Context: an optimization exercise on an open-source flow, tuned for small area and a short achievable clock period. The choices shown serve that exercise and are no tape-out recipe.
Only simulation tests tie the RTL to the original design; equivalence was not proved.
Power and IR drop assume default switching activity.

File: flow/design.v
module chunk_window
(
    input  logic [15:0] v,           
    input  logic [15:0] u,           
    output logic [63:0] lsel,        
    output logic [63:0] usel,        
    output logic [3:0]  vld,         
    output logic [3:0]  unc,         
    output logic [3:0]  lo,          
    output logic [3:0]  hi,          
    output logic [11:0] idx,         
    output logic [15:0] ack,         
    output logic        done0,       
    output logic        done1        
);
    logic [15:0] g, p, m;
    always_comb begin
        logic [15:0] f0, f1, n0, n1;
        g = v & u;
        f0 = g;
        f1 = '0;
        for (int d = 1; d < 16; d = d * 2) begin
            n0 = f0;
            n1 = f1;
            for (int i = d; i < 16; i++) begin
                n0[i] = f0[i-d] ? f1[i] : f0[i];
                n1[i] = f1[i-d] ? f1[i] : f0[i];
            end
            f0 = n0;
            f1 = n1;
        end
        p = f0;
        m[0] = v[0];
        for (int i = 1; i < 16; i++) m[i] = v[i] & ~p[i-1];
    end
    logic [15:0] pp;
    always_comb begin
        logic [15:0] hv, hp, nv, np;
        hv = v;
        hp = p;
        for (int d = 1; d < 16; d = d * 2) begin
            nv = hv;
            np = hp;
            for (int i = d; i < 16; i++) begin
                nv[i] = hv[i] | hv[i-d];
                np[i] = hv[i] ? hp[i] : hp[i-d];
            end
            hv = nv;
            hp = np;
        end
        pp[0] = 1'b0;
        for (int i = 1; i < 16; i++) pp[i] = hp[i-1];
    end
    logic [95:0] eq;
    function automatic logic [5:0] sat_add(input logic [5:0] a, input logic [5:0] b);
        sat_add = '0;
        for (int x = 0; x <= 5; x++)
            for (int y = 0; y <= 5; y++)
                if (a[x] && b[y]) sat_add[(x + y > 5) ? 5 : x + y] = 1'b1;
    endfunction
    function automatic logic [5:0] sat_add3(input logic [5:0] a, input logic [5:0] b,
                                            input logic [5:0] c);
        sat_add3 = '0;
        for (int x = 0; x <= 5; x++)
            for (int y = 0; y <= 5; y++)
                for (int z = 0; z <= 5; z++)
                    if (a[x] && b[y] && c[z]) sat_add3[(x + y + z > 5) ? 5 : x + y + z] = 1'b1;
    endfunction
    function automatic logic [5:0] oh_count(input logic [3:0] x, input int n);
        logic [2:0] c01, c23;
        c01 = {x[0] & x[1], x[0] ^ x[1], ~(x[0] | x[1])};
        c23 = {x[2] & x[3], x[2] ^ x[3], ~(x[2] | x[3])};
        case (n)
            0: oh_count = 6'b000001;
            1: oh_count = {4'd0, x[0], ~x[0]};
            2: oh_count = {3'd0, c01};
            3: oh_count = {2'd0, c01[2] & x[2], (c01[2] & ~x[2]) | (c01[1] & x[2]),
                           (c01[1] & ~x[2]) | (c01[0] & x[2]), c01[0] & ~x[2]};
            default: oh_count = {1'b0, c01[2] & c23[2],
                                 (c01[2] & c23[1]) | (c01[1] & c23[2]),
                                 (c01[2] & c23[0]) | (c01[1] & c23[1]) | (c01[0] & c23[2]),
                                 (c01[1] & c23[0]) | (c01[0] & c23[1]),
                                 c01[0] & c23[0]};
        endcase
    endfunction
    logic [5:0] gt [4];
    logic [5:0] gc [4];
    always_comb begin
        for (int g = 0; g < 4; g++) gt[g] = oh_count(m[4*g +: 4], 4);
        gc[0] = 6'b000001;
        gc[1] = gt[0];
        gc[2] = sat_add(gt[0], gt[1]);
        gc[3] = sat_add3(gt[0], gt[1], gt[2]);
        for (int i = 0; i < 16; i++)
            eq[6*i +: 6] = sat_add(gc[i/4], oh_count(m[4*(i/4) +: 4], i % 4));
    end
    logic [79:0] sel;            
    logic [15:0] hva, ok, hu;
    logic [5:0]  tot;            
    logic        inc;            
    always_comb begin
        logic [15:0] s, sn;
        logic [2:0]  ix;
        logic        any, su;
        hva[15] = 1'b0;
        for (int i = 14; i >= 0; i--) hva[i] = hva[i+1] | v[i+1];
        ok = ~u | hva;
        hu[0] = 1'b0;
        for (int i = 1; i < 16; i++) hu[i] = ~v[i-1] & pp[i];
        tot = sat_add(sat_add3(gt[0], gt[1], gt[2]), gt[3]);
        inc = (|v) & (v[15] ? p[15] : pp[15] & ~v[15]);
        for (int w = 0; w < 5; w++)
            for (int i = 0; i < 16; i++)
                sel[16*w+i] = m[i] & eq[6*i+w];
        for (int w = 0; w < 4; w++) begin
            s  = sel[16*w +: 16];
            sn = sel[16*(w+1) +: 16];
            any = 1'b0;
            for (int k = w + 2; k <= 5; k++) any = any | tot[k];
            vld[w] = any | (tot[w+1] & ~inc);
            lsel[16*w +: 16] = s & ok;
            usel[16*w +: 16] = ({s[14:0] & u[14:0], 1'b0} & v) | (sn & hu);
            su = 1'b0;
            ix = '0;
            for (int i = 0; i < 16; i++) begin
                su = su | (s[i] & u[i]);
                ix = ix | (s[i] ? 3'(i) : 3'd0);
            end
            unc[w] = vld[w] & su;
            idx[3*w +: 3] = vld[w] ? ix : 3'd0;
            any = 1'b0;
            for (int k = w + 1; k <= 5; k++) any = any | gc[2][k];
            lo[w] = vld[w] & any;
            hi[w] = vld[w] & ~any;
        end
    end
    always_comb begin
        logic le3, le4;
        for (int i = 0; i < 16; i++) begin
            le3 = eq[6*i] | eq[6*i+1] | eq[6*i+2] | eq[6*i+3];
            le4 = le3 | eq[6*i+4];
            if (m[i])
                ack[i] = (le3 & ok[i]) | (le4 & hu[i]);
            else
                ack[i] = v[i] & le4;
        end
        done0 = (|v[7:0])  & ((v[7:0]  & ~ack[7:0])  == 8'd0);
        done1 = (|v[15:8]) & ((v[15:8] & ~ack[15:8]) == 8'd0);
    end
endmodule
module istream
#(
    parameter int          NUM_SETS = 8,
    parameter logic [31:0] INIT_PC  = 32'h8000_0000
) (
    input  logic          CLK,
    input  logic          nRST,
    input  logic          enq_valid,
    input  logic [127:0]  enq_chunks,
    input  logic [7:0]    enq_valid_mask,
    input  logic [27:0]   enq_after_pc28,
    output logic          stall_enq,
    output logic          deq_valid,
    output logic [3:0]    deq_way_valid,
    output logic [3:0]    deq_way_uncompressed,
    output logic [63:0]   deq_way_lower,
    output logic [63:0]   deq_way_upper,
    output logic [127:0]  deq_way_pc,
    input  logic          stall_deq,
    input  logic          restart,
    input  logic [31:0]   restart_pc
);
    logic [127:0] chunks_e [4];
    logic [127:0] chunks_o [4];
    logic [27:0]  after_e  [4];
    logic [27:0]  after_o  [4];
    logic [7:0]   mask_e   [4];
    logic [7:0]   mask_o   [4];
    logic [2:0]   head_ptr;
    logic [2:0]   enq_ptr;
    logic [8:0]   cnt;           
    logic [27:0]  head_pc28;
    logic [15:0]  wv;            
    logic [15:0]  wu;            
    logic [15:0]  ack;           
    logic         done0, done1;  
    logic [3:0]   rs_e, rs_o;    
    logic [63:0]  lsel, usel;
    logic [3:0]   vld, unc, lo, hi;
    logic [11:0]  idx;
    function automatic logic [7:0] unc8(input logic [127:0] c);
        for (int i = 0; i < 8; i++) unc8[i] = c[16*i] & c[16*i+1];
    endfunction
    logic [2:0]   h2_ptr, h3_ptr;
    logic [255:0] win;
    logic [27:0]  after0, after1;
    logic [7:0]   mask2, mask3, unc2, unc3;
    logic [1:0]   row2, row3;
    logic [127:0] rd_e, rd_o;
    logic [27:0]  ra_e, ra_o;
    assign h2_ptr = head_ptr + 3'd2;
    assign h3_ptr = head_ptr + 3'd3;
    always_comb begin
        rd_e = '0;
        rd_o = '0;
        ra_e = '0;
        ra_o = '0;
        for (int r = 0; r < 4; r++) begin
            rd_e = rd_e | (rs_e[r] ? chunks_e[r] : 128'd0);
            rd_o = rd_o | (rs_o[r] ? chunks_o[r] : 128'd0);
            ra_e = ra_e | (rs_e[r] ? after_e[r] : 28'd0);
            ra_o = ra_o | (rs_o[r] ? after_o[r] : 28'd0);
        end
    end
    assign win    = {rd_o, rd_e};
    assign after0 = head_ptr[0] ? ra_o : ra_e;
    assign after1 = head_ptr[0] ? ra_e : ra_o;
    assign row2 = h2_ptr[2:1];
    assign row3 = h3_ptr[2:1];
    assign mask2 = h2_ptr[0] ? mask_o[row2] : mask_e[row2];
    assign mask3 = h3_ptr[0] ? mask_o[row3] : mask_e[row3];
    assign unc2  = unc8(h2_ptr[0] ? chunks_o[row2] : chunks_e[row2]);
    assign unc3  = unc8(h3_ptr[0] ? chunks_o[row3] : chunks_e[row3]);
    always_comb begin
        for (int w = 0; w < 4; w++) begin
            logic [15:0] lw, uw;
            lw = '0;
            uw = '0;
            for (int i = 0; i < 16; i++) begin
                lw = lw | (lsel[16*w+i] ? win[16*i +: 16] : 16'd0);
                uw = uw | (usel[16*w+i] ? win[16*i +: 16] : 16'd0);
            end
            deq_way_lower[16*w +: 16] = lw;
            deq_way_upper[16*w +: 16] = uw;
            deq_way_pc[32*w +: 32] = {(lo[w] ? head_pc28 : 28'd0) | (hi[w] ? after0 : 28'd0),
                                      idx[3*w +: 3], 1'b0};
        end
    end
    assign deq_way_valid        = vld;
    assign deq_way_uncompressed = unc;
    assign deq_valid            = vld[0];
    logic        full, enq_fire;
    logic        pop1, pop2, nopop;
    logic        em_h0, em_h1;
    logic [7:0]  m2g, m3g;
    logic [7:0]  t0, t1, cv1;
    logic [7:0]  eu;
    logic [15:0] next_wv, next_wu;
    logic [8:0]  next_cnt;
    assign full = cnt[8];
    assign stall_enq = full;
    assign enq_fire = enq_valid & ~full;
    assign eu = unc8(enq_chunks);
    always_comb begin
        pop2  = ~stall_deq & done0 & done1;
        pop1  = ~stall_deq & done0 & ~done1;
        nopop = stall_deq | ~done0;
        m2g = (|cnt[8:3]) ? mask2 : 8'd0;
        m3g = (|cnt[8:4]) ? mask3 : 8'd0;
        t0  = wv[7:0]  & ~(stall_deq ? 8'd0 : ack[7:0]);
        t1  = wv[15:8] & ~(stall_deq ? 8'd0 : ack[15:8]);
        cv1 = wv[15:8] & ~ack[15:8];
        em_h0 = enq_fire & (cnt[0] | (pop1 & cnt[1]) | (pop2 & cnt[2]));
        em_h1 = enq_fire & ((nopop & cnt[1]) | (pop1 & cnt[2]) | (pop2 & cnt[3]));
        next_wv[7:0]  = (nopop ? t0 : 8'd0) | (pop1 ? cv1 : 8'd0) | (pop2 ? m2g : 8'd0)
                      | (em_h0 ? enq_valid_mask : 8'd0);
        next_wv[15:8] = (nopop ? t1 : 8'd0) | (pop1 ? m2g : 8'd0) | (pop2 ? m3g : 8'd0)
                      | (em_h1 ? enq_valid_mask : 8'd0);
        if (restart) next_wv = '0;
        if (pop2)      next_wu[7:0] = cnt[2] ? eu : unc2;
        else if (pop1) next_wu[7:0] = cnt[1] ? eu : wu[15:8];
        else           next_wu[7:0] = cnt[0] ? eu : wu[7:0];
        if (pop2)      next_wu[15:8] = cnt[3] ? eu : unc3;
        else if (pop1) next_wu[15:8] = cnt[2] ? eu : unc2;
        else           next_wu[15:8] = cnt[1] ? eu : wu[15:8];
        for (int i = 0; i < 9; i++) begin
            next_cnt[i] = (nopop & (enq_fire ? (i > 0 && cnt[i-1]) : cnt[i]))
                        | (pop1 & (enq_fire ? cnt[i] : (i < 8 && cnt[i+1])))
                        | (pop2 & (enq_fire ? (i < 8 && cnt[i+1]) : (i < 7 && cnt[i+2])));
        end
        if (restart) next_cnt = 9'd1;
    end
    logic [63:0] n_lsel, n_usel;
    logic [3:0]  n_vld, n_unc, n_lo, n_hi;
    logic [11:0] n_idx;
    logic [15:0] n_ack;
    logic        n_done0, n_done1;
    logic [2:0]  n_head;
    logic [3:0]  n_rs_e, n_rs_o;
    chunk_window i_next_window (
        .v     (next_wv),
        .u     (next_wu),
        .lsel  (n_lsel),
        .usel  (n_usel),
        .vld   (n_vld),
        .unc   (n_unc),
        .lo    (n_lo),
        .hi    (n_hi),
        .idx   (n_idx),
        .ack   (n_ack),
        .done0 (n_done0),
        .done1 (n_done1)
    );
    function automatic logic [63:0] bank_order(input logic [63:0] s, input logic odd);
        for (int w = 0; w < 4; w++)
            bank_order[16*w +: 16] = odd ? {s[16*w +: 8], s[16*w+8 +: 8]} : s[16*w +: 16];
    endfunction
    always_comb begin
        n_head = restart ? 3'd0 : head_ptr + {1'b0, pop2, pop1};
        n_rs_o = 4'd1 << n_head[2:1];
        n_rs_e = 4'd1 << (n_head[2:1] + {1'b0, n_head[0]});
    end
    always_ff @(posedge CLK) begin
        if (enq_fire && !enq_ptr[0]) begin
            chunks_e[enq_ptr[2:1]] <= enq_chunks;
            after_e[enq_ptr[2:1]]  <= enq_after_pc28;
            mask_e[enq_ptr[2:1]]   <= enq_valid_mask;
        end
        if (enq_fire && enq_ptr[0]) begin
            chunks_o[enq_ptr[2:1]] <= enq_chunks;
            after_o[enq_ptr[2:1]]  <= enq_after_pc28;
            mask_o[enq_ptr[2:1]]   <= enq_valid_mask;
        end
        wu <= next_wu;
    end
    always_ff @(posedge CLK or negedge nRST) begin
        if (!nRST) begin
            head_ptr  <= '0;
            enq_ptr   <= '0;
            cnt       <= 9'd1;
            head_pc28 <= INIT_PC[31:4];
            rs_e      <= 4'd1;
            rs_o      <= 4'd1;
            wv        <= '0;
            ack       <= '0;
            done0     <= 1'b0;
            done1     <= 1'b0;
            lsel      <= '0;
            usel      <= '0;
            vld       <= '0;
            unc       <= '0;
            lo        <= '0;
            hi        <= '0;
            idx       <= '0;
        end else begin
            if (restart) begin
                enq_ptr   <= '0;
                head_pc28 <= restart_pc[31:4];
            end else begin
                enq_ptr   <= enq_ptr + {2'd0, enq_fire};
                head_pc28 <= pop2 ? after1 : (pop1 ? after0 : head_pc28);
            end
            head_ptr <= n_head;
            cnt      <= next_cnt;
            rs_e     <= n_rs_e;
            rs_o     <= n_rs_o;
            wv       <= next_wv;
            ack      <= n_ack;
            done0    <= n_done0;
            done1    <= n_done1;
            lsel     <= bank_order(n_lsel, n_head[0]);
            usel     <= bank_order(n_usel, n_head[0]);
            vld      <= n_vld;
            unc      <= n_unc;
            lo       <= n_lo;
            hi       <= n_hi;
            idx      <= n_idx;
        end
    end
endmodule
File: flow/flow/run.sh
#!/bin/bash
# The standard layout, with the timing repair aimed further below the clock period
set -euo pipefail
bash standard.sh SETUP_SLACK_MARGIN=9 finish > standard.log 2>&1
File: flow/standard.sh
#!/bin/bash
# synth_recipe.tcl (not shown) runs the flow's synth.tcl, then flattens the netlist and writes it again
# the make line also repeats each setting of config.mk as NAME=value (left out here)
make -C /OpenROAD-flow-scripts/flow DESIGN_CONFIG=/design/flow/config.mk WORK_HOME=/design/flow/orfs CLKGATE_MAP_FILE= SYNTH_SCRIPT=/design/flow/synth_recipe.tcl "${@:-finish}"
File: flow/config.mk
export PLATFORM = sky130hd
export DESIGN_NAME = istream
export DESIGN_NICKNAME = istream
export VERILOG_FILES = /design/flow/design.v
export SDC_FILE = /design/flow/constraint.sdc
export NUM_CORES = 4
export LEC_CHECK = 0
export CAP_MARGIN = 30
export CORE_MARGIN = 2
export CORE_UTILIZATION = 25
export SETUP_SLACK_MARGIN = 5
export SLEW_MARGIN = 30
File: flow/constraint.sdc
create_clock -name core_clock -period 16.0 [get_ports {CLK}]
set_input_delay 3.2000 -clock core_clock [delete_from_list [all_inputs] [get_ports {CLK}]]
set_output_delay 3.2000 -clock core_clock [all_outputs]
set_load 0.01 [all_outputs]
==> impl_metrics.py, run 1 <==
metrics = {
    "floorplan": {
        "design.die.area_um2": 308300,
        "ios": 467,
        "start_util_pct": 25.11,
        "num_rows": 202,
        "fp.dieW_um": 555.3,
        "core_um2": 302500,
        "die_y_um": 555.3,
    },
    "clock_network": {
        "cts.sinks": 1569,
        "clock_latency_ps": 870,
        "root_buffer": "clkbuf_16",
        "postCtsHoldBufs": 0,
        "clkTransAtPathRegs_ps": 60,
        "cts_buffers": 163,
        "cts_tree": "done",
        "cts.path.max_buffers": 4,
        "cts.htree.levels": 4,
    },
    "timing": {
        "finalCriticalPeriod_ps": 7770,
        "rsz0062_at_grt": "yes",
        "slew_headroom_pct": 24.27,
        "drv_slew": 0,
        "finClkSkew_ps": 56.46,
        "max_freq_ghz": 0.1287,
        "tightest_slew_ps": 1124,
        "fin_crit_sh_pct": 48.56,
        "setup_tns_ps": 0,
        "setup_violations": 0,
        "finalHoldViolCount": 0,
    },
    "route": {
        "viasPerCell": 6.548,
        "detail-route-antenna-nets": 0,
        "post_drt_wl_per_cell_um": 38.62,
        "drt_wl_total_mm": 423.3,
        "drtIter0Drc": 14470,
        "first_pass_iters": 28,
        "drc": 0,
        "vias": 71770,
    },
    "hold_path": {
        "hold_path.class": "reg -> reg",
        "min_from": "head_pc28[23]",
        "holdPathStages": 2,
        "hold-path-endpoint": "head_pc28[23]",
    },
    "synthesis": {
        "synth_async_sr_flop_share_pct": 15.36,
        "synth_seq_cells": 1569,
        "synth_cells": 6147,
        "yosysWarnings": 9,
        "ys_types": 114,
        "ys_seq_area_share_pct": 60.22,
        "postSynthAreaPerCell_um2": 12.36,
        "synth-edff-count": 1312,
        "syn-cell-area_um2": 75980,
        "yosys_most_used_dff": "edfxtp_1",
    },
    "power_and_ir_drop": {
        "power_leakage_nw": 33.19,
        "vdd_drop_max_mv": 0.1421,
        "powerDensity_nw_per_um2": 180.8,
        "total_power_mw": 17.73,
    },
    "layout": {
        "utilization_pct": 32.41,
        "layout-drive-gt1-share_pct": 24.40,
        "ff_latch_area_um2": 45840,
        "synthToLayoutAreaGrowth_pct": 29.04,
        "fin_nets": 7023,
        "fillerInstances": 29560,
        "multi_input_area_um2": 30940,
    },
    "worst_setup_path": {
        "worstSetupPathType": "in -> reg",
        "cp-startpoint": "stall_deq",
        "cp_max_fo": 8,
        "worst_path_most_repeated_cell": "buf_12",
        "r2r_cells": 26,
        "start_kind": "primary input",
        "cp-end-kind": "flip-flop",
        "r2r-start": "head_ptr[1]",
        "reg2reg_slack_ps": 8440,
        "slowest_stage": "or4_4",
        "cpPeakStageDelay_ps": 560,
        "arrival_ps": 8440,
        "cp.required_ps": 16670,
        "timing.rr.end": "lo[0]",
    },
    "run": {
        "cap_viol_max_count": 0,
    },
    "global_route": {
        "grt_pass1_vias": 66270,
        "grt_overflow_total": 0,
        "grt_pass1_wl_mm": 564.9,
        "grt_max_degree": 139,
        "antenna_found_initial": 100,
        "grt_use_total_pct": 26.04,
    },
    "placement": {
        "hpwl_mm": 248.9,
        "portBuffers": 458,
        "gp_congestion": 1.025,
    },
    "outcome": {
        "outcome": "finished clean",
    },
}
==> worst max-delay path, delay by kind of cell <==
kind	cells	cell delay [ps]
simple gates	8	2200
fa+ha+maj	1	230
compound gates	10	1570
buf+inv	8	1220
==> timing repair <==
| action | CTS | global route |
|---|---|---|
| gates cloned | 29 | 5 |
| resized for setup | 857 | 405 |
| pin swaps | 198 | 235 |
| setup buffers | 199 | 181 |
| endpoints found under the setup margin | 325 | 241 |
==> cell families after synthesis <==
kind of cell,count (synthesis),share of synthesized area [%]
xor gates and xnor gates,6,0.07906
buffers and inverters,673,3.508
muxes,110,2.078
DFF,1569,60.22
other,1,0.004936
adders and majority gates,19,0.3228
and+or+nand+nor,1262,7.496
AOI/OAI and AO/OA,2507,26.29
==> cells in the final DEF, fill, tap and decap left out, types with 70 or more instances in the layout <==
master	count
dfrtp_1	185
nor2_1	241
nand2_2	213
o21ai_0	97
buf_4	451
a211oi_1	74
clkbuf_16	170
a22oi_2	85
a22o_1	662
a21oi_1	162
nand4_1	140
a22oi_1	519
inv_1	81
a221oi_1	529
nand2_1	310
nand3_1	70
edfxtp_1	1312
clkdlybuf4s50_1	307
==> Yosys cell counts, drive strengths merged (11+ instances only) <==
cell	instances	area share, %
edfxtp	1312	52
a22o	666	7.7
a22oi	604	6.0
nand2	586	2.9
a221oi	561	6.5
clkbuf	477	2.4
nor2	275	1.4
dfrtp	237	7.8
a21oi	194	1.3
nand4	140	1.2
o21ai	132	0.89
inv	106	0.52
buf	87	0.61
a211oi	86	0.90
nand3	78	0.51
mux2i	64	0.84
nor3	43	0.29
mux4	37	1.1
and2	36	0.30
o211ai	36	0.38
a32oi	22	0.25
a31oi	20	0.19
o22ai	19	0.16
ha	18	0.30
nor2b	17	0.14
dfxtp	16	0.42
nand2b	16	0.13
o221ai	16	0.20
and3	14	0.12
nor4	14	0.12
o21bai	13	0.13
o21a	12	0.12
a21o	11	0.11
nand3b	11	0.11
o31ai	11	0.11
==> per-stage QoR <==
step	worst slack (ps)	instances	hold WS [ps]	cell area, um2
6_report	8230	10960	657.5	98040
5_1_grt	8134	10930	697.6	97970
4_1_cts	8214	10720	660.0	95110
3_5_place_dp	4429	10200	637.6	85150
3_3_place_gp	4546	10200	626.4	85010
2_1_floorplan	7747	6150	497.0	76250
==> worst max-delay path by stage <==
stage	slack (ps)	cells after the start	endpoint
6_report	8230	27	lo[0]
5_1_grt	8130	21	lo[0]
4_1_cts	8210	25	lo[0]
3_5_place_dp	4430	19	idx[4]
3_3_place_gp	4550	19	idx[4]
2_1_floorplan	7750	25	hi[0]
==> power by group <==
part           total (mW)  internal, mW  leakage (nW)  switching [mW]
Combinational        8.85          2.90          15.4            5.95
Clock                3.81          2.18          2.56            1.63
Sequential           5.07          4.68          15.2           0.391
Total                17.7          9.76          33.2            7.97
==> state kept, by name (all words and copies together) (netlist names), 3 cells and up <==
name,flops
chunks_e,512
wu,16
lo,4
mask_o,32
wv,16
usel,64
vld,4
chunks_o,512
rs_e,4
ack,16
enq_ptr,3
head_ptr,3
hi,4
head_pc28,28
lsel,64
unc,4
rs_o,4
after_e,112
after_o,112
mask_e,32
cnt,9
idx,12
==> routing by layer <==
layer	vias up	wire length, um	part of all wire [%]	track usage (%)
met1	35770	148900	35	30.93
met2	6972	172700	41	37.00
met4	113	34120	8.1	14.97
li1	26780	-	-	-
met3	2136	65280	15	13.34
met5	-	2249	0.53	4.876
==> layout make-up <==
class                      instances  share of cell area, %
multi-input combinational       3908                  31.56
timing repair inverter             1               0.006381
clock inverter                    68                 0.7223
tap                             3978                  5.077
inverter                         109                 0.4722
timing repair buffer            1051                  10.66
clock buffer                     224                  4.612
sequential                      1569                  46.76
antenna                           54                 0.1378
==> inputs of run 2 (changes only) <==
==> flow/flow/run.sh (replaced) <==
#!/bin/bash
# The standard layout: the standard synthesis unchanged, then the rest with
# the timing repair aimed further below the clock period and without the
# delay cells (they only slow the ports and the repaired paths here)
set -euo pipefail
bash standard.sh synth > standard_synth.log 2>&1
bash standard.sh SETUP_SLACK_MARGIN=9 "DONT_USE_CELLS=sky130_fd_sc_hd__probe_p_8 sky130_fd_sc_hd__probec_p_8 sky130_fd_sc_hd__lpflow_bleeder_1 sky130_fd_sc_hd__lpflow_clkbufkapwr_1 sky130_fd_sc_hd__lpflow_clkbufkapwr_16 sky130_fd_sc_hd__lpflow_clkbufkapwr_2 sky130_fd_sc_hd__lpflow_clkbufkapwr_4 sky130_fd_sc_hd__lpflow_clkbufkapwr_8 sky130_fd_sc_hd__lpflow_clkinvkapwr_1 sky130_fd_sc_hd__lpflow_clkinvkapwr_16 sky130_fd_sc_hd__lpflow_clkinvkapwr_2 sky130_fd_sc_hd__lpflow_clkinvkapwr_4 sky130_fd_sc_hd__lpflow_clkinvkapwr_8 sky130_fd_sc_hd__lpflow_decapkapwr_12 sky130_fd_sc_hd__lpflow_decapkapwr_3 sky130_fd_sc_hd__lpflow_decapkapwr_4 sky130_fd_sc_hd__lpflow_decapkapwr_6 sky130_fd_sc_hd__lpflow_decapkapwr_8 sky130_fd_sc_hd__lpflow_inputiso0n_1 sky130_fd_sc_hd__lpflow_inputiso0p_1 sky130_fd_sc_hd__lpflow_inputiso1n_1 sky130_fd_sc_hd__lpflow_inputiso1p_1 sky130_fd_sc_hd__lpflow_inputisolatch_1 sky130_fd_sc_hd__lpflow_isobufsrc_1 sky130_fd_sc_hd__lpflow_isobufsrc_16 sky130_fd_sc_hd__lpflow_isobufsrc_2 sky130_fd_sc_hd__lpflow_isobufsrc_4 sky130_fd_sc_hd__lpflow_isobufsrc_8 sky130_fd_sc_hd__lpflow_isobufsrckapwr_16 sky130_fd_sc_hd__lpflow_lsbuf_lh_hl_isowell_tap_1 sky130_fd_sc_hd__lpflow_lsbuf_lh_hl_isowell_tap_2 sky130_fd_sc_hd__lpflow_lsbuf_lh_hl_isowell_tap_4 sky130_fd_sc_hd__lpflow_lsbuf_lh_isowell_4 sky130_fd_sc_hd__lpflow_lsbuf_lh_isowell_tap_1 sky130_fd_sc_hd__lpflow_lsbuf_lh_isowell_tap_2 sky130_fd_sc_hd__lpflow_lsbuf_lh_isowell_tap_4 sky130_fd_sc_hd__fill_1 sky130_fd_sc_hd__fill_2 sky130_fd_sc_hd__fill_4 sky130_fd_sc_hd__fill_8  sky130_fd_sc_hd__clkdlybuf4s15_1 sky130_fd_sc_hd__clkdlybuf4s15_2 sky130_fd_sc_hd__clkdlybuf4s18_1 sky130_fd_sc_hd__clkdlybuf4s18_2 sky130_fd_sc_hd__clkdlybuf4s25_1 sky130_fd_sc_hd__clkdlybuf4s25_2 sky130_fd_sc_hd__clkdlybuf4s50_1 sky130_fd_sc_hd__clkdlybuf4s50_2 sky130_fd_sc_hd__dlygate4sd1_1 sky130_fd_sc_hd__dlygate4sd2_1 sky130_fd_sc_hd__dlygate4sd3_1 sky130_fd_sc_hd__dlymetal6s2s_1 sky130_fd_sc_hd__dlymetal6s4s_1 sky130_fd_sc_hd__dlymetal6s6s_1" finish > standard.log 2>&1
--- a/flow/config.mk
+++ b/flow/config.mk
@@ -8,5 +8,8 @@
 export CAP_MARGIN = 30
 export CORE_MARGIN = 2
 export CORE_UTILIZATION = 25
+export CTS_BUF_LIST = sky130_fd_sc_hd__clkbuf_16
+export CTS_CLUSTER_DIAMETER = 80
+export CTS_CLUSTER_SIZE = 24
 export SETUP_SLACK_MARGIN = 5
 export SLEW_MARGIN = 30
==> impl_metrics.py, run 2 <==
metrics = {
    "timing": {
        "finalHoldViolCount": 0,
        "worst_slack_ps": 8010,
        "setup_tns_ps": 0,
        "rsz0062_at_grt": "yes",
        "hold_slack_ps": 612.2,
        "drv_slew": 0,
        "fin_crit_sh_pct": 49.93,
        "setup_violations": 0,
        "tightest_slew_ps": 1305,
        "finalCriticalPeriod_ps": 7990,
        "max_freq_ghz": 0.1252,
        "slew_headroom_pct": 12.98,
        "finClkSkew_ps": 34.59,
    },
    "worst_setup_path": {
        "start_kind": "primary input",
        "arrival_ps": 8660,
        "reg2reg_slack_ps": 8400,
        "crit_buf_inv": 20,
        "r2r-start": "head_ptr[0]",
        "cp-end-kind": "flip-flop",
        "worstSetupPathType": "in -> reg",
        "cp.required_ps": 16670,
        "worst_path_most_repeated_cell": "buf_1",
        "timing.rr.end": "vld[1]",
        "r2r_cells": 29,
        "slowest_stage": "or4_4",
        "cpPeakStageDelay_ps": 560,
        "cp_max_fo": 8,
        "crit_family": "buffers and inverters",
    },
    "synthesis": {
        "synth_async_sr_flop_share_pct": 15.36,
        "ys_types": 114,
        "netlist_top_cells_area": "edfxtp_1 52%, dfrtp_1 7.8%, a22o_1 7.7%, a221oi_1 6.4%, a22oi_1 6.0%",
        "yosysWarnings": 9,
        "postSynthAreaPerCell_um2": 12.36,
        "syn-cell-area_um2": 75980,
        "synth.most_common_cell": "edfxtp_1",
        "synth_top_area_share_pct": 51.86,
        "synth_seq_cells": 1569,
        "ys_top_cells_by_count": "1312 x edfxtp_1, 666 x a22o_1, 604 x a22oi_1, 585 x nand2_1, 554 x a221oi_1",
        "synth-edff-count": 1312,
        "synth_cells": 6147,
        "ys_seq_area_share_pct": 60.22,
        "synth_largest_area_cell": "edfxtp_1",
        "yosys_most_used_dff": "edfxtp_1",
    },
    "route": {
        "post_drt_wl_per_cell_um": 38.43,
        "drc": 0,
        "viasPerCell": 6.520,
        "first_pass_iters": 22,
        "drt_wl_total_mm": 418.0,
        "drtIter0Drc": 13630,
        "vias": 70920,
        "detail-route-antenna-nets": 0,
    },
    "power_and_ir_drop": {
        "p_seq_share_pct": 32.4,
        "p_int_mw": 8.142,
        "combPwrFrac_pct": 51.9,
        "p_clk_share_pct": 15.7,
        "power_leakage_nw": 29.57,
        "p_sw_share_pct": 49.04,
        "switchingPower_mw": 7.835,
        "total_power_mw": 15.98,
        "vdd_drop_max_mv": 0.1424,
        "powerDensity_nw_per_um2": 176.0,
    },
    "layout": {
        "layout-drive-gt1-share_pct": 17.15,
        "instances_no_fill": 10880,
        "final_common_cell": "edfxtp_1",
        "fin_nets": 7033,
        "final_cell_mix": "1312 x edfxtp_1, 705 x buf_1, 662 x a22o_1, 557 x a22oi_1, 549 x a221oi_1",
        "synthToLayoutAreaGrowth_pct": 19.49,
        "utilization_pct": 30.01,
        "final_cell_area_um2": 90780,
    },
    "floorplan": {
        "die_y_um": 555.3,
        "num_rows": 202,
        "design.die.area_um2": 308300,
        "core_um2": 302500,
        "ios": 467,
        "fp.dieW_um": 555.3,
        "start_util_pct": 25.11,
    },
    "global_route": {
        "grt_pass1_vias": 64390,
        "grt_use_total_pct": 25.47,
        "grt_max_degree": 123,
        "antenna_found_initial": 96,
        "grt_pass1_wl_mm": 552.3,
        "grt_overflow_total": 0,
    },
    "hold_path": {
        "hold-path-endpoint": "wu[2]",
        "hold_path.class": "reg -> reg",
        "min_from": "wu[2]",
        "holdPathStages": 2,
    },
    "clock_network": {
        "cts.htree.levels": 3,
        "cts.sinks": 1569,
        "postCtsHoldBufs": 0,
        "root_buffer": "clkbuf_16",
        "cts_buffers": 86,
        "clkTransAtPathRegs_ps": 80,
        "cts.path.max_buffers": 3,
        "clock_latency_ps": 780,
        "cts_tree": "done",
    },
    "placement": {
        "hpwl_mm": 268.4,
        "dpl_worst_slack_ps": 4846,
        "gp_congestion": 1.070,
        "postPlaceCellArea_um2": 81840,
        "dp_cells": 10240,
        "portBuffers": 458,
    },
    "outcome": {
        "outcome": "finished clean",
    },
    "run": {
        "cap_viol_max_count": 0,
    },
}
==> run 2: cell counts after synthesis <==
No cell type changed its count.
==> run 2: timing repair <==
item                                    4_1_cts  5_1_grt
setup buffers                               216      235
resized for setup                           407      509
endpoints found under the setup margin      322      252
pin swaps                                    79      163
cloned                                        6        5
==> run 2: power groups by stage <==
stage,logic [mW],clock network [mW],registers [mW]
floorplan,3.49,0,4.85
global placement,6.36,0,5.27
detailed placement,6.36,0,5.28
CTS,7.10,2.53,5.12
global route,8.35,2.66,5.15
finish,8.29,2.51,5.18
==> run 2: layout make-up <==
cell class | instances | area [um2]
fill | 30510 | 211700
sequential | 1569 | 45820
multi-input combinational | 3910 | 30500
timing repair buffer | 1137 | 6175
tap | 3978 | 4977
clock buffer | 90 | 2252
clock inverter | 47 | 496.7
inverter | 109 | 460.4
antenna | 38 | 95.09
==> run 2: worst max path at each step <==
stage / slack, ps / from / endpoint / cells past startpoint
after floorplan: 7770 / stall_deq / hi[0] / 25
after global placement: 4930 / stall_deq / idx[4] / 21
after detailed placement: 4850 / stall_deq / idx[4] / 23
after CTS: 8240 / enq_valid / vld[1] / 26
after global routing: 7900 / stall_deq / idx[1] / 33
final: 8010 / stall_deq / vld[1] / 34
==> run 2: routing by layer <==
layer	track usage (%)	routed length (um)	up-vias	share of wire [%]
met4	14.88	33990	85	8.1
met2	36.44	170900	6534	41
li1	-	-	26690	-
met5	1.953	1975	-	0.47
met3	11.32	59750	2006	14
met1	31.30	151400	35600	36
==> run 2: worst min-delay path, cell delays in order, from the launching register on <==
cell      delay [ps]
dfxtp_1          310
nand2_1           80
o211ai_4         170
==> run 2: cells by family after synthesis <==
logic type	synth area share, %
AOI/OAI and AO/OA	26.29
DFF	60.22
and+or+nand+nor	7.496
buffers and inverters	3.508
muxes	2.078
adders and majority gates	0.3228
xor gates and xnor gates	0.07906
other	0.004936
==> inputs of run 3 (changes only) <==
--- a/flow/design.v
+++ b/flow/design.v
@@ -15,21 +15,25 @@
 );
     logic [15:0] g, p, m;
     always_comb begin
-        logic [15:0] f0, f1, n0, n1;
+        logic [15:0] k, c, nk, nc;
         g = v & u;
-        f0 = g;
-        f1 = '0;
-        for (int d = 1; d < 16; d = d * 2) begin
-            n0 = f0;
-            n1 = f1;
+        k[0] = ~g[0];
+        c[0] = g[0];
+        for (int i = 1; i < 16; i++) begin
+            k[i] = ~(g[i] & g[i-1]);
+            c[i] = g[i] & ~g[i-1];
+        end
+        for (int d = 2; d < 16; d = d * 2) begin
+            nk = k;
+            nc = c;
             for (int i = d; i < 16; i++) begin
-                n0[i] = f0[i-d] ? f1[i] : f0[i];
-                n1[i] = f1[i-d] ? f1[i] : f0[i];
+                nk[i] = k[i] | k[i-d];
+                nc[i] = c[i] | (~k[i] & c[i-d]);
             end
-            f0 = n0;
-            f1 = n1;
+            k = nk;
+            c = nc;
         end
-        p = f0;
+        p = c;
         m[0] = v[0];
         for (int i = 1; i < 16; i++) m[i] = v[i] & ~p[i-1];
     end
@@ -52,51 +56,53 @@
         for (int i = 1; i < 16; i++) pp[i] = hp[i-1];
     end
     logic [95:0] eq;
-    function automatic logic [5:0] sat_add(input logic [5:0] a, input logic [5:0] b);
-        sat_add = '0;
-        for (int x = 0; x <= 5; x++)
-            for (int y = 0; y <= 5; y++)
-                if (a[x] && b[y]) sat_add[(x + y > 5) ? 5 : x + y] = 1'b1;
-    endfunction
-    function automatic logic [5:0] sat_add3(input logic [5:0] a, input logic [5:0] b,
-                                            input logic [5:0] c);
-        sat_add3 = '0;
-        for (int x = 0; x <= 5; x++)
-            for (int y = 0; y <= 5; y++)
-                for (int z = 0; z <= 5; z++)
-                    if (a[x] && b[y] && c[z]) sat_add3[(x + y + z > 5) ? 5 : x + y + z] = 1'b1;
+    function automatic logic [4:0] tadd(input logic [4:0] a, input logic [4:0] b);
+        logic [5:0] x, y;
+        x = {a, 1'b1};
+        y = {b, 1'b1};
+        for (int k = 1; k <= 5; k++) begin
+            tadd[k-1] = 1'b0;
+            for (int j = 0; j <= k; j++) tadd[k-1] = tadd[k-1] | (x[j] & y[k-j]);
+        end
     endfunction
-    function automatic logic [5:0] oh_count(input logic [3:0] x, input int n);
-        logic [2:0] c01, c23;
-        c01 = {x[0] & x[1], x[0] ^ x[1], ~(x[0] | x[1])};
-        c23 = {x[2] & x[3], x[2] ^ x[3], ~(x[2] | x[3])};
+    function automatic logic [4:0] tcount(input logic [3:0] x, input int n);
+        tcount = '0;
         case (n)
-            0: oh_count = 6'b000001;
-            1: oh_count = {4'd0, x[0], ~x[0]};
-            2: oh_count = {3'd0, c01};
-            3: oh_count = {2'd0, c01[2] & x[2], (c01[2] & ~x[2]) | (c01[1] & x[2]),
-                           (c01[1] & ~x[2]) | (c01[0] & x[2]), c01[0] & ~x[2]};
-            default: oh_count = {1'b0, c01[2] & c23[2],
-                                 (c01[2] & c23[1]) | (c01[1] & c23[2]),
-                                 (c01[2] & c23[0]) | (c01[1] & c23[1]) | (c01[0] & c23[2]),
-                                 (c01[1] & c23[0]) | (c01[0] & c23[1]),
-                                 c01[0] & c23[0]};
+            0: tcount = '0;
+            1: tcount = {4'd0, x[0]};
+            2: tcount = {3'd0, x[0] & x[1], x[0] | x[1]};
+            3: tcount = {2'd0, x[0] & x[1] & x[2],
+                         (x[0] & x[1]) | (x[0] & x[2]) | (x[1] & x[2]),
+                         x[0] | x[1] | x[2]};
+            default: tcount = {1'b0, &x,
+                               (x[0] & x[1] & (x[2] | x[3])) | (x[2] & x[3] & (x[0] | x[1])),
+                               ((x[0] | x[1]) & (x[2] | x[3])) | (x[0] & x[1]) | (x[2] & x[3]),
+                               |x};
         endcase
     endfunction
-    logic [5:0] gt [4];
-    logic [5:0] gc [4];
+    logic [4:0] gt [4];          
+    logic [4:0] gc [4];          
+    logic [4:0] gp2;             
     always_comb begin
-        for (int g = 0; g < 4; g++) gt[g] = oh_count(m[4*g +: 4], 4);
-        gc[0] = 6'b000001;
+        logic [4:0] t;
+        for (int g = 0; g < 4; g++) gt[g] = tcount(m[4*g +: 4], 4);
+        gp2 = tadd(gt[0], gt[1]);
+        gc[0] = '0;
         gc[1] = gt[0];
-        gc[2] = sat_add(gt[0], gt[1]);
-        gc[3] = sat_add3(gt[0], gt[1], gt[2]);
-        for (int i = 0; i < 16; i++)
-            eq[6*i +: 6] = sat_add(gc[i/4], oh_count(m[4*(i/4) +: 4], i % 4));
+        gc[2] = gp2;
+        gc[3] = gp2;             
+        for (int i = 0; i < 16; i++) begin
+            if (i / 4 == 3)
+                t = tadd(gc[3], tadd(gt[2], tcount(m[12 +: 4], i % 4)));
+            else
+                t = tadd(gc[i/4], tcount(m[4*(i/4) +: 4], i % 4));
+            eq[6*i +: 6] = {t, 1'b1} & ~{1'b0, t};
+        end
     end
     logic [79:0] sel;            
     logic [15:0] hva, ok, hu;
     logic [5:0]  tot;            
+    logic [4:0]  tt;
     logic        inc;            
     always_comb begin
         logic [15:0] s, sn;
@@ -107,7 +113,8 @@
         ok = ~u | hva;
         hu[0] = 1'b0;
         for (int i = 1; i < 16; i++) hu[i] = ~v[i-1] & pp[i];
-        tot = sat_add(sat_add3(gt[0], gt[1], gt[2]), gt[3]);
+        tt  = tadd(gp2, tadd(gt[2], gt[3]));
+        tot = {tt, 1'b1} & ~{1'b0, tt};
         inc = (|v) & (v[15] ? p[15] : pp[15] & ~v[15]);
         for (int w = 0; w < 5; w++)
             for (int i = 0; i < 16; i++)
@@ -128,10 +135,8 @@
             end
             unc[w] = vld[w] & su;
             idx[3*w +: 3] = vld[w] ? ix : 3'd0;
-            any = 1'b0;
-            for (int k = w + 1; k <= 5; k++) any = any | gc[2][k];
-            lo[w] = vld[w] & any;
-            hi[w] = vld[w] & ~any;
+            lo[w] = vld[w] & gp2[w];
+            hi[w] = vld[w] & ~gp2[w];
         end
     end
     always_comb begin
@@ -241,9 +246,8 @@
     assign deq_valid            = vld[0];
     logic        full, enq_fire;
     logic        pop1, pop2, nopop;
-    logic        em_h0, em_h1;
     logic [7:0]  m2g, m3g;
-    logic [7:0]  t0, t1, cv1;
+    logic [7:0]  cv1;
     logic [7:0]  eu;
     logic [15:0] next_wv, next_wu;
     logic [8:0]  next_cnt;
@@ -251,28 +255,35 @@
     assign stall_enq = full;
     assign enq_fire = enq_valid & ~full;
     assign eu = unc8(enq_chunks);
+    logic        rpop1, rpop2, rnopop;
+    logic [15:0] ns_wv, s_wv, ns_wu, s_wu;
     always_comb begin
-        pop2  = ~stall_deq & done0 & done1;
-        pop1  = ~stall_deq & done0 & ~done1;
-        nopop = stall_deq | ~done0;
+        rpop2  = done0 & done1;
+        rpop1  = done0 & ~done1;
+        rnopop = ~done0;
+        pop2  = ~stall_deq & rpop2;
+        pop1  = ~stall_deq & rpop1;
+        nopop = stall_deq | rnopop;
         m2g = (|cnt[8:3]) ? mask2 : 8'd0;
         m3g = (|cnt[8:4]) ? mask3 : 8'd0;
-        t0  = wv[7:0]  & ~(stall_deq ? 8'd0 : ack[7:0]);
-        t1  = wv[15:8] & ~(stall_deq ? 8'd0 : ack[15:8]);
         cv1 = wv[15:8] & ~ack[15:8];
-        em_h0 = enq_fire & (cnt[0] | (pop1 & cnt[1]) | (pop2 & cnt[2]));
-        em_h1 = enq_fire & ((nopop & cnt[1]) | (pop1 & cnt[2]) | (pop2 & cnt[3]));
-        next_wv[7:0]  = (nopop ? t0 : 8'd0) | (pop1 ? cv1 : 8'd0) | (pop2 ? m2g : 8'd0)
-                      | (em_h0 ? enq_valid_mask : 8'd0);
-        next_wv[15:8] = (nopop ? t1 : 8'd0) | (pop1 ? m2g : 8'd0) | (pop2 ? m3g : 8'd0)
-                      | (em_h1 ? enq_valid_mask : 8'd0);
-        if (restart) next_wv = '0;
-        if (pop2)      next_wu[7:0] = cnt[2] ? eu : unc2;
-        else if (pop1) next_wu[7:0] = cnt[1] ? eu : wu[15:8];
-        else           next_wu[7:0] = cnt[0] ? eu : wu[7:0];
-        if (pop2)      next_wu[15:8] = cnt[3] ? eu : unc3;
-        else if (pop1) next_wu[15:8] = cnt[2] ? eu : unc2;
-        else           next_wu[15:8] = cnt[1] ? eu : wu[15:8];
+        ns_wv[7:0]  = (rnopop ? wv[7:0] & ~ack[7:0] : 8'd0) | (rpop1 ? cv1 : 8'd0)
+                    | (rpop2 ? m2g : 8'd0)
+                    | ((enq_fire & (cnt[0] | (rpop1 & cnt[1]) | (rpop2 & cnt[2])))
+                       ? enq_valid_mask : 8'd0);
+        ns_wv[15:8] = (rnopop ? cv1 : 8'd0) | (rpop1 ? m2g : 8'd0) | (rpop2 ? m3g : 8'd0)
+                    | ((enq_fire & ((rnopop & cnt[1]) | (rpop1 & cnt[2]) | (rpop2 & cnt[3])))
+                       ? enq_valid_mask : 8'd0);
+        if (rpop2)      ns_wu[7:0] = cnt[2] ? eu : unc2;
+        else if (rpop1) ns_wu[7:0] = cnt[1] ? eu : wu[15:8];
+        else            ns_wu[7:0] = cnt[0] ? eu : wu[7:0];
+        if (rpop2)      ns_wu[15:8] = cnt[3] ? eu : unc3;
+        else if (rpop1) ns_wu[15:8] = cnt[2] ? eu : unc2;
+        else            ns_wu[15:8] = cnt[1] ? eu : wu[15:8];
+        s_wv[7:0]  = wv[7:0]  | ((enq_fire & cnt[0]) ? enq_valid_mask : 8'd0);
+        s_wv[15:8] = wv[15:8] | ((enq_fire & cnt[1]) ? enq_valid_mask : 8'd0);
+        s_wu[7:0]  = cnt[0] ? eu : wu[7:0];
+        s_wu[15:8] = cnt[1] ? eu : wu[15:8];
         for (int i = 0; i < 9; i++) begin
             next_cnt[i] = (nopop & (enq_fire ? (i > 0 && cnt[i-1]) : cnt[i]))
                         | (pop1 & (enq_fire ? cnt[i] : (i < 8 && cnt[i+1])))
@@ -280,6 +291,13 @@
         end
         if (restart) next_cnt = 9'd1;
     end
+    late_pick #(.W(32)) i_next_win (
+        .a   ({ns_wu, ns_wv}),
+        .b   ({s_wu, s_wv}),
+        .sel (stall_deq),
+        .clr ({16'd0, {16{restart}}}),
+        .y   ({next_wu, next_wv})
+    );
     logic [63:0] n_lsel, n_usel;
     logic [3:0]  n_vld, n_unc, n_lo, n_hi;
     logic [11:0] n_idx;
@@ -368,3 +386,15 @@
         end
     end
 endmodule
+module late_pick
+#(
+    parameter int W = 1
+) (
+    input  logic [W-1:0] a,
+    input  logic [W-1:0] b,
+    input  logic         sel,
+    input  logic [W-1:0] clr,
+    output logic [W-1:0] y
+);
+    assign y = (sel ? b : a) & ~clr;
+endmodule
==> flow/flow/run.sh (replaced) <==
#!/bin/bash
# The standard layout, with the timing repair aimed further below the clock period
set -euo pipefail
bash standard.sh SETUP_SLACK_MARGIN=9 finish > standard.log 2>&1
--- a/flow/config.mk
+++ b/flow/config.mk
@@ -8,8 +8,7 @@
 export CAP_MARGIN = 30
 export CORE_MARGIN = 2
 export CORE_UTILIZATION = 25
-export CTS_BUF_LIST = sky130_fd_sc_hd__clkbuf_16
-export CTS_CLUSTER_DIAMETER = 80
-export CTS_CLUSTER_SIZE = 24
 export SETUP_SLACK_MARGIN = 5
 export SLEW_MARGIN = 30
+export SYNTH_HIERARCHICAL = 1
+export SYNTH_MINIMUM_KEEP_SIZE = 0
==> impl_metrics.py, run 3 <==
metrics = {
    "synthesis": {
        "synth_largest_area_cell": "edfxtp_1",
        "synth_async_sr_flop_share_pct": 15.36,
        "postSynthAreaPerCell_um2": 11.15,
        "yosysWarnings": 15,
        "synth_cells": 7256,
        "ys_types": 110,
        "yosys_most_used_dff": "edfxtp_1",
        "synth-edff-count": 1312,
        "netlist_top_cells_area": "edfxtp_1 49%, o21ai_0 13%, dfrtp_1 7.3%, a22o_1 6.8%, nand4_1 4.1%",
        "synth_top_area_share_pct": 48.72,
        "syn-cell-area_um2": 80870,
        "synth.most_common_cell": "o21ai_0",
        "synth_seq_cells": 1569,
        "ys_top_cells_by_count": "2140 x o21ai_0, 1312 x edfxtp_1, 624 x a22o_1, 531 x nand4_1, 247 x clkbuf_1",
        "ys_seq_area_share_pct": 56.58,
    },
    "layout": {
        "fillerInstances": 32130,
        "synthToLayoutAreaGrowth_pct": 27.55,
        "final_cell_area_um2": 103200,
        "layout-drive-gt1-share_pct": 21.01,
        "instances_no_fill": 12610,
        "final_common_cell": "o21ai_0",
        "final_cell_mix": "2070 x o21ai_0, 1312 x edfxtp_1, 531 x nand4_1, 315 x clkdlybuf4s50_1, 238 x buf_4",
        "fin_nets": 8022,
    },
    "timing": {
        "slew_headroom_pct": 13.05,
        "finalCriticalPeriod_ps": 7175,
        "fin_crit_sh_pct": 44.84,
        "setup_violations": 0,
        "rsz0062_at_grt": "yes",
        "max_freq_ghz": 0.1394,
        "drv_slew": 0,
        "hold_slack_ps": 670.4,
        "worst_slack_ps": 8825,
        "finClkSkew_ps": 87.68,
        "setup_tns_ps": 0,
        "finalHoldViolCount": 0,
        "tightest_slew_ps": 1304,
    },
    "run": {
        "cap_viol_max_count": 0,
    },
    "floorplan": {
        "fp.dieW_um": 572.8,
        "ios": 467,
        "die_y_um": 572.8,
        "start_util_pct": 25.16,
        "design.die.area_um2": 328100,
        "core_um2": 321400,
        "num_rows": 208,
    },
    "clock_network": {
        "cts.htree.levels": 4,
        "clock_latency_ps": 910,
        "cts.sinks": 1569,
        "cts_buffers": 175,
        "clkTransAtPathRegs_ps": 70,
        "root_buffer": "clkbuf_16",
        "postCtsHoldBufs": 0,
        "cts.path.max_buffers": 4,
        "cts_tree": "done",
    },
    "worst_setup_path": {
        "timing.rr.end": "idx[6]",
        "cp-end-kind": "primary output",
        "cpPeakStageDelay_ps": 800,
        "cp_cell_sequence": "buf_4, a22o_1, o21ai_0, nand4_1, or4_4, clkdlybuf4s50_1",
        "cp.required_ps": 12800,
        "arrival_ps": 3970,
        "r2r-start": "head_ptr[0]",
        "reg2reg_slack_ps": 9220,
        "cp_max_fo": 16,
        "r2r_cells": 23,
        "worstSetupPathType": "reg -> out",
        "start_kind": "flip-flop",
        "slowest_stage": "dfstp_4",
        "cp-startpoint": "rs_e[0]",
    },
    "power_and_ir_drop": {
        "power_leakage_nw": 34.73,
        "powerDensity_nw_per_um2": 166.7,
        "vdd_drop_max_mv": 0.09854,
    },
    "global_route": {
        "grt_overflow_total": 0,
        "grt_pass1_vias": 74910,
        "grt_use_total_pct": 30.75,
        "antenna_found_initial": 185,
        "grt_max_degree": 111,
        "grt_pass1_wl_mm": 695.2,
    },
    "hold_path": {
        "hold-path-endpoint": "head_pc28[24]",
        "hold_path.class": "reg -> reg",
        "min_from": "after_o[1][24]",
        "holdPathStages": 4,
    },
    "route": {
        "vias": 84140,
        "drt_wl_total_mm": 536.3,
        "drc": 0,
        "wl_met2_mm": 217.7,
        "first_pass_iters": 14,
        "route.met3.wl_mm": 78.36,
        "routed.top_layer": "met5",
        "post_drt_wl_per_cell_um": 42.54,
        "wl_met1_mm": 193.3,
        "detail-route-antenna-nets": 18,
        "viasPerCell": 6.674,
        "drtIter0Drc": 18660,
    },
    "placement": {
        "hpwl_mm": 292.9,
        "gp_congestion": 0.9741,
        "dp_cells": 11710,
        "postPlaceCellArea_um2": 90360,
        "dpl_worst_slack_ps": 5413,
        "portBuffers": 458,
    },
    "outcome": {
        "so.violations": "antenna violations",
        "outcome": "complete, but fails checks",
    },
}
==> run 3: cell count changes in the layout (fill, tap and decap cells not counted), sizes merged, moves of 63 or more <==
cell	change
buf	-751
a221oi	-539
a21oi	-80
nor2	-78
nand4	+391
clkbuf	+115
diode	+322
dlygate4sd2	+63
o21ai	+2051
nand2	-373
clkdlybuf4s50	+315
a22oi	-469
or4	+128
mux2	+160
==> run 3: per-stage QoR <==
step	power, mW	utilization (%)
after floorplan	7.977	-
after global placement	11.66	28.04
after detailed placement	11.68	28.11
after CTS	16.41	31.11
after global routing	17.30	31.88
final	17.20	32.09
==> run 3: logic make-up (layout without fill, tap and decap cells) <==
| kind of cell | Yosys count | in the layout | synth area share, % |
|---|---|---|---|
| simple gates | 1443 | 1445 | 10.07 |
| buf+inv | 528 | 1177 | 3.008 |
| flops | 1569 | 1569 | 56.58 |
| fa+ha+maj | 13 | 13 | 0.2011 |
| mux | 281 | 281 | 4.157 |
| xor+xnor | 9 | 9 | 0.1393 |
| other cells | 2 | 396 | 0.009286 |
| compound gates | 3411 | 3412 | 25.84 |
==> run 3: final cells by class <==
cell class	count	area [um2]	share of cell area [%]
antenna	360	900.9	0.8733
clock buffer	218	4676	4.533
clock inverter	90	854.6	0.8285
inverter	61	244.0	0.2365
multi-input combinational	5196	36220	35.11
sequential	1569	46070	44.66
tap	4305	5386	5.222
timing repair buffer	807	8795	8.526
timing repair inverter	1	8.758	0.008491
==> run 3: power by group <==
group	internal, mW	total [mW]	switching [mW]
Sequential	4.67	5.59	0.918
Combinational	2.63	7.60	4.97
Clock	2.29	4.01	1.72
Total	9.59	17.2	7.61
==> run 3: critical path, delay by kind of cell (launching register included) <==
| family | cells | cell delay, ps |
|---|---|---|
| buffers and inverters | 2 | 1000 |
| AOI/OAI and AO/OA | 2 | 820 |
| DFF | 1 | 800 |
| and+or+nand+nor | 2 | 430 |
==> run 3: worst max-delay path by stage <==
stage | endpoint | slack (ps) | depth (start not counted)
4_1_cts | deq_way_upper[0] | 8820 | 7
3_3_place_gp | usel[52] | 5480 | 21
5_1_grt | deq_way_lower[49] | 8840 | 8
3_5_place_dp | usel[60] | 5410 | 21
2_1_floorplan | after_o[0][0] | 7690 | 6
6_report | deq_way_lower[49] | 8830 | 6
==> run 3: Yosys stat by module, one instance, submodules excluded, excerpt <==
module        times used  cell area, um2  flip-flops and latches
istream                1           74810                    1569
chunk_window           1            5550                       0
==> run 3: metal layers <==
metal,track usage [%],vias to the layer above
met5,1.408,-
met3,14.17,2603
met1,37.42,41630
li1,-,31110
met4,20.86,60
met2,42.86,8740
==> run 3: repair_timing <==
item / 4_1_cts / 5_1_grt
cloned: 27 / 21
buffers inserted: 107 / 67
setup endpoints to repair: 297 / 186
pin swaps: 50 / 53
gates resized for setup: 849 / 410

afterwards: timing with drivers on the ports:
How much do the figures lean on ideal ports? The routed layouts below were timed once more, with nothing changed but the port constraints.
Step 1 assumes that a clkbuf_16 drives the clock port and a buf_2 every other input.
Step 2 adds t to the input delays and takes it off the output delays; t is the mean of the earliest and latest rising clock arrival at the registers after step 1. Input paths then give back, and output paths get back, about the clock's delay inside the block.
Slacks: no drivers / after step 1 / after step 2; pairs: no drivers / after step 1.
| run | t, ns | setup WS [ns] | worst setup path after step 2 |
|---|---|---|---|
| run 1 | 0.950 | 8.230 / 8.205 / 7.256 | input to register |
| run 2 | 0.861 | 8.010 / 8.027 / 7.166 | input to register |
| run 3 | 0.976 | 8.825 / 8.715 / 7.980 | input to register |
For run 1, which loses most, drivers alone change the setup slack by -0.025 ns; drivers and shift together by -0.974 ns.
